Background: an optimization exercise with open tools, aiming at small area. Do not read the settings as production practice. In this exercise RTL edits were held to simulation tests only and were not proved equivalent to the original.

==> job 5835: inputs <==
// avst_pkt_gen
module avst_pkt_gen #(
  parameter int          DATA_WIDTH  = 512,
  parameter int          EMPTY_WIDTH = 6,
  parameter int          LEN_WIDTH   = 16,
  parameter logic [31:0] SEED        = 32'h2022_0001
) (
  input  logic                 clk,
  input  logic                 rst_n,
  input  logic                 start_i,
  input  logic [15:0]          cfg_num_pkts_i,
  input  logic [LEN_WIDTH-1:0] cfg_len_i,
  input  logic                 cfg_rand_len_i,
  input  logic [7:0]           cfg_gap_i,
  output logic [DATA_WIDTH-1:0]  src_data,
  output logic                   src_valid,
  input  logic                   src_ready,
  output logic                   src_sop,
  output logic                   src_eop,
  output logic [EMPTY_WIDTH-1:0] src_empty,
  output logic                 busy_o,
  output logic                 done_o,
  output logic [15:0]          pkt_count_o
);
==> module avst_pkt_gen, before the edit <==
module avst_pkt_gen #(
  parameter int          DATA_WIDTH  = 512,
  parameter int          EMPTY_WIDTH = 6,
  parameter int          LEN_WIDTH   = 16,
  parameter logic [31:0] SEED        = 32'h2022_0001
) (
  input  logic                 clk,
  input  logic                 rst_n,
  input  logic                 start_i,
  input  logic [15:0]          cfg_num_pkts_i,
  input  logic [LEN_WIDTH-1:0] cfg_len_i,
  input  logic                 cfg_rand_len_i,
  input  logic [7:0]           cfg_gap_i,
  output logic [DATA_WIDTH-1:0]  src_data,
  output logic                   src_valid,
  input  logic                   src_ready,
  output logic                   src_sop,
  output logic                   src_eop,
  output logic [EMPTY_WIDTH-1:0] src_empty,
  output logic                 busy_o,
  output logic                 done_o,
  output logic [15:0]          pkt_count_o
);
  localparam int BYTES = DATA_WIDTH / 8;
  localparam logic [31:0] LFSR_MASK = 32'h8020_0003;   
  logic        busy_q, valid_q, done_q;
  logic [31:0] lfsr_q;
  logic [15:0] num_pkts_q;
  logic [15:0] pkt_count_q;
  logic [15:0] len_q;        
  logic        rand_q;
  logic [7:0]  gap_q;
  logic [9:0]  cnt_q;        
  logic [5:0]  lastb_q;      
  logic [1:0]  base_q;       
  logic        sop_q;
  logic [7:0]  prem_q;       
  logic [15:0] len_d;
  logic [15:0] rem_d;        
  logic [5:0]  lastb_eff;    
  logic [15:0] lenm1_d;      
  logic [9:0]  cnt_nl_d;     
  logic [15:0] pkt_inc_d;
  logic        cnt_zero, accept, load, last_pkt_d;
  logic [7:0]  urem_r0, urem_x;
  avst_pkt_gen_urem u_urem (.r0(urem_r0), .x(urem_x), .d(len_d), .nosub(load && !rand_q),
                            .r(rem_d));
  always_comb begin
    cnt_zero   = (cnt_q == '0);
    accept     = valid_q && src_ready;
    load       = busy_q && !valid_q && !done_q && cnt_zero;
    len_d      = busy_q ? len_q : {cfg_len_i[15:1], cfg_len_i[0] | (cfg_len_i == '0)};
    lenm1_d    = len_q - 16'd1;
    urem_r0    = !load ? 8'h00        : rand_q ? prem_q      : lenm1_d[15:8];
    urem_x     = !load ? lfsr_q[15:8] : rand_q ? lfsr_q[7:0] : lenm1_d[7:0];
    if (!busy_q)                  cnt_nl_d = '0;
    else if (valid_q && !accept)  cnt_nl_d = cnt_q;
    else if (valid_q && cnt_zero) cnt_nl_d = 10'(gap_q);
    else                          cnt_nl_d = cnt_q - 10'd1;
    lastb_eff  = lastb_q | {6{!cnt_zero}};
    pkt_inc_d  = pkt_count_q + 16'd1;
    last_pkt_d = (pkt_inc_d == num_pkts_q);
  end
  always_ff @(posedge clk or negedge rst_n) begin
    if (!rst_n) begin
      busy_q      <= 1'b0;
      valid_q     <= 1'b0;
      done_q      <= 1'b0;
      pkt_count_q <= '0;
      lfsr_q      <= SEED;
    end else begin
      if (!busy_q) begin
        if (start_i) begin
          busy_q      <= 1'b1;
          done_q      <= (cfg_num_pkts_i == '0);
          pkt_count_q <= '0;
        end
      end else if (done_q) begin
        busy_q <= 1'b0;
        done_q <= 1'b0;
      end else if (valid_q) begin
        if (accept && cnt_zero) begin
          valid_q     <= 1'b0;
          pkt_count_q <= pkt_inc_d;
          done_q      <= last_pkt_d;
        end
      end else if (cnt_zero) begin
        valid_q <= 1'b1;
        lfsr_q  <= {1'b0, lfsr_q[31:1]} ^ (lfsr_q[0] ? LFSR_MASK : 32'h0);
      end
    end
  end
  always_ff @(posedge clk) begin
    prem_q  <= rem_d[7:0];
    len_q   <= len_d;
    cnt_q   <= load ? rem_d[15:6] : cnt_nl_d;
    if (!busy_q) begin
      num_pkts_q <= cfg_num_pkts_i;
      rand_q     <= cfg_rand_len_i;
      gap_q      <= cfg_gap_i;
    end
    if (load) begin
      lastb_q <= rem_d[5:0];
      base_q  <= pkt_count_q[7:6];
      sop_q   <= 1'b1;
    end else if (accept && !cnt_zero) begin
      base_q  <= base_q + 2'd1;
      sop_q   <= 1'b0;
    end
  end
  logic [7:0] base8;
  assign base8 = {base_q, pkt_count_q[5:0]};
  always_comb begin
    for (int i = 0; i < BYTES; i++) begin
      src_data[DATA_WIDTH-1-8*i -: 8] =
          (6'(i) <= lastb_eff) ? base8 + 8'(i) : 8'h00;
    end
  end
  assign src_valid   = valid_q;
  assign src_sop     = sop_q;
  assign src_eop     = cnt_zero;
  assign src_empty   = ~lastb_eff;
  assign busy_o      = busy_q;
  assign done_o      = done_q;
  assign pkt_count_o = pkt_count_q;
endmodule
==> module avst_pkt_gen_urem, before the edit <==
module avst_pkt_gen_urem (
  input  logic [7:0]  r0,
  input  logic [7:0]  x,
  input  logic [15:0] d,
  input  logic        nosub,
  output logic [15:0] r
);
  logic [16:0] rr, v, t, msk;
  logic        big;
  always_comb begin
    rr = 17'(r0);
    for (int j = 1; j <= 8; j++) begin
      msk = (17'd1 << (8 + j)) - 17'd1;
      v   = ((rr << 1) | 17'(x[8-j])) & msk;
      big = (|(17'(d) & ~msk)) | nosub;
      t   = v + (17'(~d) & msk) + 17'd1;
      rr  = ((t[8+j] && !big) ? t : v) & msk;
    end
    r = rr[15:0];
  end
endmodule
export LEC_CHECK = 0
export CAP_MARGIN = 20
export CORE_MARGIN = 2
export CORE_UTILIZATION = 40
export CTS_BUF_LIST = sky130_fd_sc_hd__clkbuf_8
export GPL_TIMING_DRIVEN = 1
export SETUP_SLACK_MARGIN = -1.0
export SLEW_MARGIN = 20
export SYNTH_HIERARCHICAL = 1
create_clock -name core_clock -period 28.0 [get_ports {clk}]
standard.sh (not shown) runs the stock make flow with config.mk's settings and CLKGATE_MAP_FILE= SYNTH_SCRIPT=/design/flow/synth_recipe.tcl, a recipe that flattens the netlist after the stock synthesis.
==> flow/flow/run.sh <==
#!/bin/bash
# Own layout flow: the standard ORFS flow (standard.sh) with these changes:
#  - synthesis keeps the remainder array as its own module (SYNTH_HIERARCHICAL 1
#    in config.mk) and ABC maps it with flow/abc_speed.script (area mapping under
#    a delay target), and the rest of the design with flow/abc_area_top.script
#    (AIG size reduction with &deepsyn, then area mapping); see flow/abc_split.tcl. Yosys keeps its own adder mapping
#    (no Kogge-Stone $lcu map, no full/half adder cell extraction). Everything
#    before ABC, and so every register, is the standard synthesis's.
#  - the port buffers that global placement puts on every input and output are
#    sky130_fd_sc_hd__buf_1.
#  - clock tree synthesis runs with ORFS's arguments (clkbuf_8 from config.mk)
#    but inserts no dummy loads to balance the tree.
# Each tool writes its full log under orfs/logs; make's output is in standard_flow.log.
set -euo pipefail
here=$(pwd)
rm -rf "$here/orfs_scripts"
cp -r "$FLOW_HOME/scripts" "$here/orfs_scripts"
cp "$here/flow/abc_speed.script" "$here/flow/abc_area_top.script" "$here/flow/abc_split.tcl" "$here/orfs_scripts/"
grep -q '^  log_cmd abc {\*}\$abc_args$' "$here/orfs_scripts/synth.tcl"
sed -i 's|^  log_cmd abc {\*}\$abc_args$|  source $::env(SCRIPTS_DIR)/abc_split.tcl|' "$here/orfs_scripts/synth.tcl"
export SCRIPTS_DIR="$here/orfs_scripts"
export BUFFER_PORTS_ARGS="-buffer_cell sky130_fd_sc_hd__buf_1"
export SYNTH_OPERATIONS_ARGS="-nofsm"
export ADDER_MAP_FILE=""
export CTS_ARGS="-sink_clustering_enable -repair_clock_nets -buf_list sky130_fd_sc_hd__clkbuf_8 -dont_use_dummy_load"
bash standard.sh finish > standard_flow.log 2>&1
==> flow/flow/abc_area_top.script <==
strash
dc2
strash
&get -n
&deepsyn -T 20
&put
dch -f
amap
topo
==> flow/flow/abc_speed.script <==
strash
 &get -n
 &fraig -x
 &put
 scorr
 dc2
 strash
 dch -f
 map -D 18000
 topo
 buffer -c
 upsize -D 18000
 dnsize -D 18000
==> flow/flow/abc_split.tcl <==
# Own flow: ABC maps the remainder array (module avst_pkt_gen_urem, kept apart by
# SYNTH_HIERARCHICAL 1) with a delay target (abc_speed.script), then the rest of
# the design for area (abc_area_top.script). Registers were mapped before this.
set abc_rest [lrange $abc_args 2 end]
log_cmd abc -script $::env(SCRIPTS_DIR)/abc_speed.script {*}$abc_rest avst_pkt_gen_urem
log_cmd abc -script $::env(SCRIPTS_DIR)/abc_area_top.script {*}$abc_rest
==> job 223: changes against job 5835 <==
==> flow/run.sh (new file) <==
#!/bin/bash
# synth_recipe.tcl (not shown) runs the flow's synth.tcl, then flattens the netlist and writes it again
# the make line also repeats each setting of config.mk as NAME=value (left out here)
make -C /OpenROAD-flow-scripts/flow DESIGN_CONFIG=/design/flow/config.mk WORK_HOME=/design/flow/orfs CLKGATE_MAP_FILE= SYNTH_SCRIPT=/design/flow/synth_recipe.tcl finish
--- a/flow/config.mk
+++ b/flow/config.mk
@@ -10,6 +10,4 @@
 export CORE_UTILIZATION = 40
 export CTS_BUF_LIST = sky130_fd_sc_hd__clkbuf_8
-export GPL_TIMING_DRIVEN = 1
-export SETUP_SLACK_MARGIN = -1.0
+export SETUP_SLACK_MARGIN = -0.5
 export SLEW_MARGIN = 20
-export SYNTH_HIERARCHICAL = 1
removed: flow/flow/run.sh
removed: flow/flow/abc_area_top.script
removed: flow/flow/abc_speed.script
removed: flow/flow/abc_split.tcl
removed: flow/standard.sh
==> job 1217: changes against job 5835 <==
--- a/flow/design.v
+++ b/flow/design.v
@@ -39,11 +39,22 @@
   logic [15:0] rem_d;        
   logic [5:0]  lastb_eff;    
-  logic [15:0] lenm1_d;      
-  logic [9:0]  cnt_nl_d;     
+  logic [15:0] m_d;          
   logic [15:0] pkt_inc_d;
   logic        cnt_zero, accept, load, last_pkt_d;
-  logic [7:0]  urem_r0, urem_x;
-  avst_pkt_gen_urem u_urem (.r0(urem_r0), .x(urem_x), .d(len_d), .nosub(load && !rand_q),
-                            .r(rem_d));
+  function automatic logic [15:0] urem_pass(input logic [7:0]  r0,
+                                            input logic [7:0]  x,
+                                            input logic [15:0] d);
+    logic [16:0] r, v, t, msk;
+    logic        big;
+    r = 17'(r0);
+    for (int j = 1; j <= 8; j++) begin
+      msk = (17'd1 << (8 + j)) - 17'd1;
+      v   = ((r << 1) | 17'(x[8-j])) & msk;
+      big = |(17'(d) & ~msk);
+      t   = v + (17'(~d) & msk) + 17'd1;
+      r   = ((t[8+j] && !big) ? t : v) & msk;
+    end
+    urem_pass = r[15:0];
+  endfunction
   always_comb begin
     cnt_zero   = (cnt_q == '0);
@@ -51,11 +62,7 @@
     load       = busy_q && !valid_q && !done_q && cnt_zero;
     len_d      = busy_q ? len_q : {cfg_len_i[15:1], cfg_len_i[0] | (cfg_len_i == '0)};
-    lenm1_d    = len_q - 16'd1;
-    urem_r0    = !load ? 8'h00        : rand_q ? prem_q      : lenm1_d[15:8];
-    urem_x     = !load ? lfsr_q[15:8] : rand_q ? lfsr_q[7:0] : lenm1_d[7:0];
-    if (!busy_q)                  cnt_nl_d = '0;
-    else if (valid_q && !accept)  cnt_nl_d = cnt_q;
-    else if (valid_q && cnt_zero) cnt_nl_d = 10'(gap_q);
-    else                          cnt_nl_d = cnt_q - 10'd1;
+    rem_d      = urem_pass(load ? prem_q : 8'h00,
+                           load ? lfsr_q[7:0] : lfsr_q[15:8], len_d);
+    m_d        = rand_q ? rem_d : len_q - 16'd1;
     lastb_eff  = lastb_q | {6{!cnt_zero}};
     pkt_inc_d  = pkt_count_q + 16'd1;
@@ -94,17 +101,28 @@
     prem_q  <= rem_d[7:0];
     len_q   <= len_d;
-    cnt_q   <= load ? rem_d[15:6] : cnt_nl_d;
     if (!busy_q) begin
       num_pkts_q <= cfg_num_pkts_i;
       rand_q     <= cfg_rand_len_i;
       gap_q      <= cfg_gap_i;
-    end
-    if (load) begin
-      lastb_q <= rem_d[5:0];
-      base_q  <= pkt_count_q[7:6];
-      sop_q   <= 1'b1;
-    end else if (accept && !cnt_zero) begin
-      base_q  <= base_q + 2'd1;
-      sop_q   <= 1'b0;
+      cnt_q      <= '0;
+    end else if (valid_q) begin
+      if (accept) begin
+        if (cnt_zero) begin
+          cnt_q <= 10'(gap_q);
+        end else begin
+          cnt_q  <= cnt_q - 10'd1;
+          base_q <= base_q + 2'd1;
+          sop_q  <= 1'b0;
+        end
+      end
+    end else if (!done_q) begin
+      if (cnt_zero) begin
+        cnt_q   <= m_d[15:6];
+        lastb_q <= m_d[5:0];
+        base_q  <= pkt_count_q[7:6];
+        sop_q   <= 1'b1;
+      end else begin
+        cnt_q <= cnt_q - 10'd1;
+      end
     end
   end
@@ -125,23 +143,2 @@
   assign pkt_count_o = pkt_count_q;
 endmodule
-module avst_pkt_gen_urem (
-  input  logic [7:0]  r0,
-  input  logic [7:0]  x,
-  input  logic [15:0] d,
-  input  logic        nosub,
-  output logic [15:0] r
-);
-  logic [16:0] rr, v, t, msk;
-  logic        big;
-  always_comb begin
-    rr = 17'(r0);
-    for (int j = 1; j <= 8; j++) begin
-      msk = (17'd1 << (8 + j)) - 17'd1;
-      v   = ((rr << 1) | 17'(x[8-j])) & msk;
-      big = (|(17'(d) & ~msk)) | nosub;
-      t   = v + (17'(~d) & msk) + 17'd1;
-      rr  = ((t[8+j] && !big) ? t : v) & msk;
-    end
-    r = rr[15:0];
-  end
-endmodule
==> flow/flow/run.sh (replaced) <==
#!/bin/bash
# Own layout flow: the standard ORFS flow (standard.sh) with these changes:
#  - ABC maps the logic with flow/abc.script (area-oriented mapping with a delay
#    target, then buffering/sizing) instead of ORFS's abc_speed.script; Yosys
#    keeps its own adder mapping (no Kogge-Stone $lcu map, no full/half adder
#    cell extraction). Everything before ABC, and so every register, is the
#    standard synthesis's.
#  - the port buffers that global placement puts on every input and output are
#    sky130_fd_sc_hd__buf_1.
# Each tool writes its full log under orfs/logs; make's output is in standard_flow.log.
set -euo pipefail
here=$(pwd)
rm -rf "$here/orfs_scripts"
cp -r "$FLOW_HOME/scripts" "$here/orfs_scripts"
cp "$here/flow/abc.script" "$here/orfs_scripts/abc_speed.script"
export SCRIPTS_DIR="$here/orfs_scripts"
export BUFFER_PORTS_ARGS="-buffer_cell sky130_fd_sc_hd__buf_1"
export SYNTH_OPERATIONS_ARGS="-nofsm"
export ADDER_MAP_FILE=""
bash standard.sh finish > standard_flow.log 2>&1
==> flow/flow/abc.script (new file) <==
strash
&get -n
&fraig -x
&put
scorr
dc2
strash
dch -f
map -D 20000
topo
buffer -c
upsize -D 20000
dnsize -D 20000
--- a/flow/config.mk
+++ b/flow/config.mk
@@ -10,6 +10,5 @@
 export CORE_UTILIZATION = 40
 export CTS_BUF_LIST = sky130_fd_sc_hd__clkbuf_8
-export GPL_TIMING_DRIVEN = 1
-export SETUP_SLACK_MARGIN = -1.0
+export GPL_TIMING_DRIVEN = 0
+export SETUP_SLACK_MARGIN = 0.6
 export SLEW_MARGIN = 20
-export SYNTH_HIERARCHICAL = 1
removed: flow/flow/abc_area_top.script
removed: flow/flow/abc_speed.script
removed: flow/flow/abc_split.tcl
==> job 8176: changes against job 5835 <==
--- a/flow/flow/run.sh
+++ b/flow/flow/run.sh
@@ -4,11 +4,9 @@
 #    in config.mk) and ABC maps it with flow/abc_speed.script (area mapping under
 #    a delay target), and the rest of the design with flow/abc_area_top.script
-#    (AIG size reduction with &deepsyn, then area mapping); see flow/abc_split.tcl. Yosys keeps its own adder mapping
+#    (area mapping); see flow/abc_split.tcl. Yosys keeps its own adder mapping
 #    (no Kogge-Stone $lcu map, no full/half adder cell extraction). Everything
 #    before ABC, and so every register, is the standard synthesis's.
 #  - the port buffers that global placement puts on every input and output are
 #    sky130_fd_sc_hd__buf_1.
-#  - clock tree synthesis runs with ORFS's arguments (clkbuf_8 from config.mk)
-#    but inserts no dummy loads to balance the tree.
 # Each tool writes its full log under orfs/logs; make's output is in standard_flow.log.
 set -euo pipefail
@@ -23,4 +21,3 @@
 export SYNTH_OPERATIONS_ARGS="-nofsm"
 export ADDER_MAP_FILE=""
-export CTS_ARGS="-sink_clustering_enable -repair_clock_nets -buf_list sky130_fd_sc_hd__clkbuf_8 -dont_use_dummy_load"
 bash standard.sh finish > standard_flow.log 2>&1
==> flow/flow/abc_area_top.script (replaced) <==
strash
 &get -n
 &fraig -x
 &put
 scorr
 dc2
 strash
 dch -f
 amap
 topo
 buffer -c
 upsize -D 17000
 dnsize -D 17000
--- a/flow/config.mk
+++ b/flow/config.mk
@@ -10,6 +10,5 @@
 export CORE_UTILIZATION = 40
 export CTS_BUF_LIST = sky130_fd_sc_hd__clkbuf_8
-export GPL_TIMING_DRIVEN = 1
-export SETUP_SLACK_MARGIN = -1.0
+export GPL_TIMING_DRIVEN = 0
 export SLEW_MARGIN = 20
 export SYNTH_HIERARCHICAL = 1
==> results.txt <==
Status: job 1217 timing/DRC/antenna clean; job 223 timing/DRC/antenna clean; job 5835 timing/DRC/antenna clean; job 8176 timing/DRC/antenna clean
Highest metal used: job 1217 met5; job 223 met4; job 5835 met5; job 8176 met5
Buffer share of cell area: job 1217 0.170; job 223 0.263; job 5835 0.168; job 8176 0.170
Global-route wire length before repair: job 1217 130,000 um; job 223 140,000 um; job 5835 115,000 um; job 8176 121,000 um
Drt pass-1 iters: job 1217 8; job 223 7; job 5835 6; job 8176 8
Gates resized, CTS repair: job 1217 28; job 223 0; job 5835 0; job 8176 18
Startpoint of the worst hold path: job 1217 lfsr_q[29]; job 223 lfsr_q[29]; job 5835 lfsr_q[12]; job 8176 lfsr_q[8]
Area of combinational cells with multiple inputs: job 1217 0.0105 sq mm; job 223 0.0134 sq mm; job 5835 0.00898 sq mm; job 8176 0.00940 sq mm
Area growth syn-to-layout: job 1217 30.8%; job 223 40.4%; job 5835 26.8%; job 8176 28.9%
Highest attainable clock frequency: job 1217 38.1 MHz; job 223 39.4 MHz; job 5835 38.0 MHz; job 8176 37.9 MHz
Antenna violations before repair: job 1217 7; job 223 6; job 5835 5; job 8176 4
Worst-margin pin slew: job 1217 1.29 ns; job 223 1.24 ns; job 5835 1.22 ns; job 8176 1.38 ns

[separate check: timing with driven ports]
Ports are ideal in the flow. The routed layouts listed here were re-timed in OpenROAD.
Step 1, drivers: a clkbuf_16 drives clk and a buf_2 each remaining input, both assumed.
Step 2 also shifts input and output timing later by t, the mid clock arrival at the registers, as if the neighbouring blocks saw the same clock.
Three values: no drivers, after step 1, after step 2; two values: the first two.
run	t (ns)	slack for setup (ns)	latest minus earliest clock arrival (ns)	pins driven straight from the clock port
job 5835	0.504	1.650 / 1.677 / 1.172	0.024 / 0.025	1
job 223	0.495	2.600 / 2.619 / 2.124	0.021 / 0.021	1
job 1217	0.503	1.737 / 1.761 / 1.258	0.026 / 0.026	1
job 8176	0.489	1.640 / 1.657 / 1.168	0.026 / 0.026	1
After both steps setup and hold are still met in every run listed. For job 1217, which loses most, drivers alone change the setup slack by +0.024 ns; drivers and shift together by -0.479 ns.
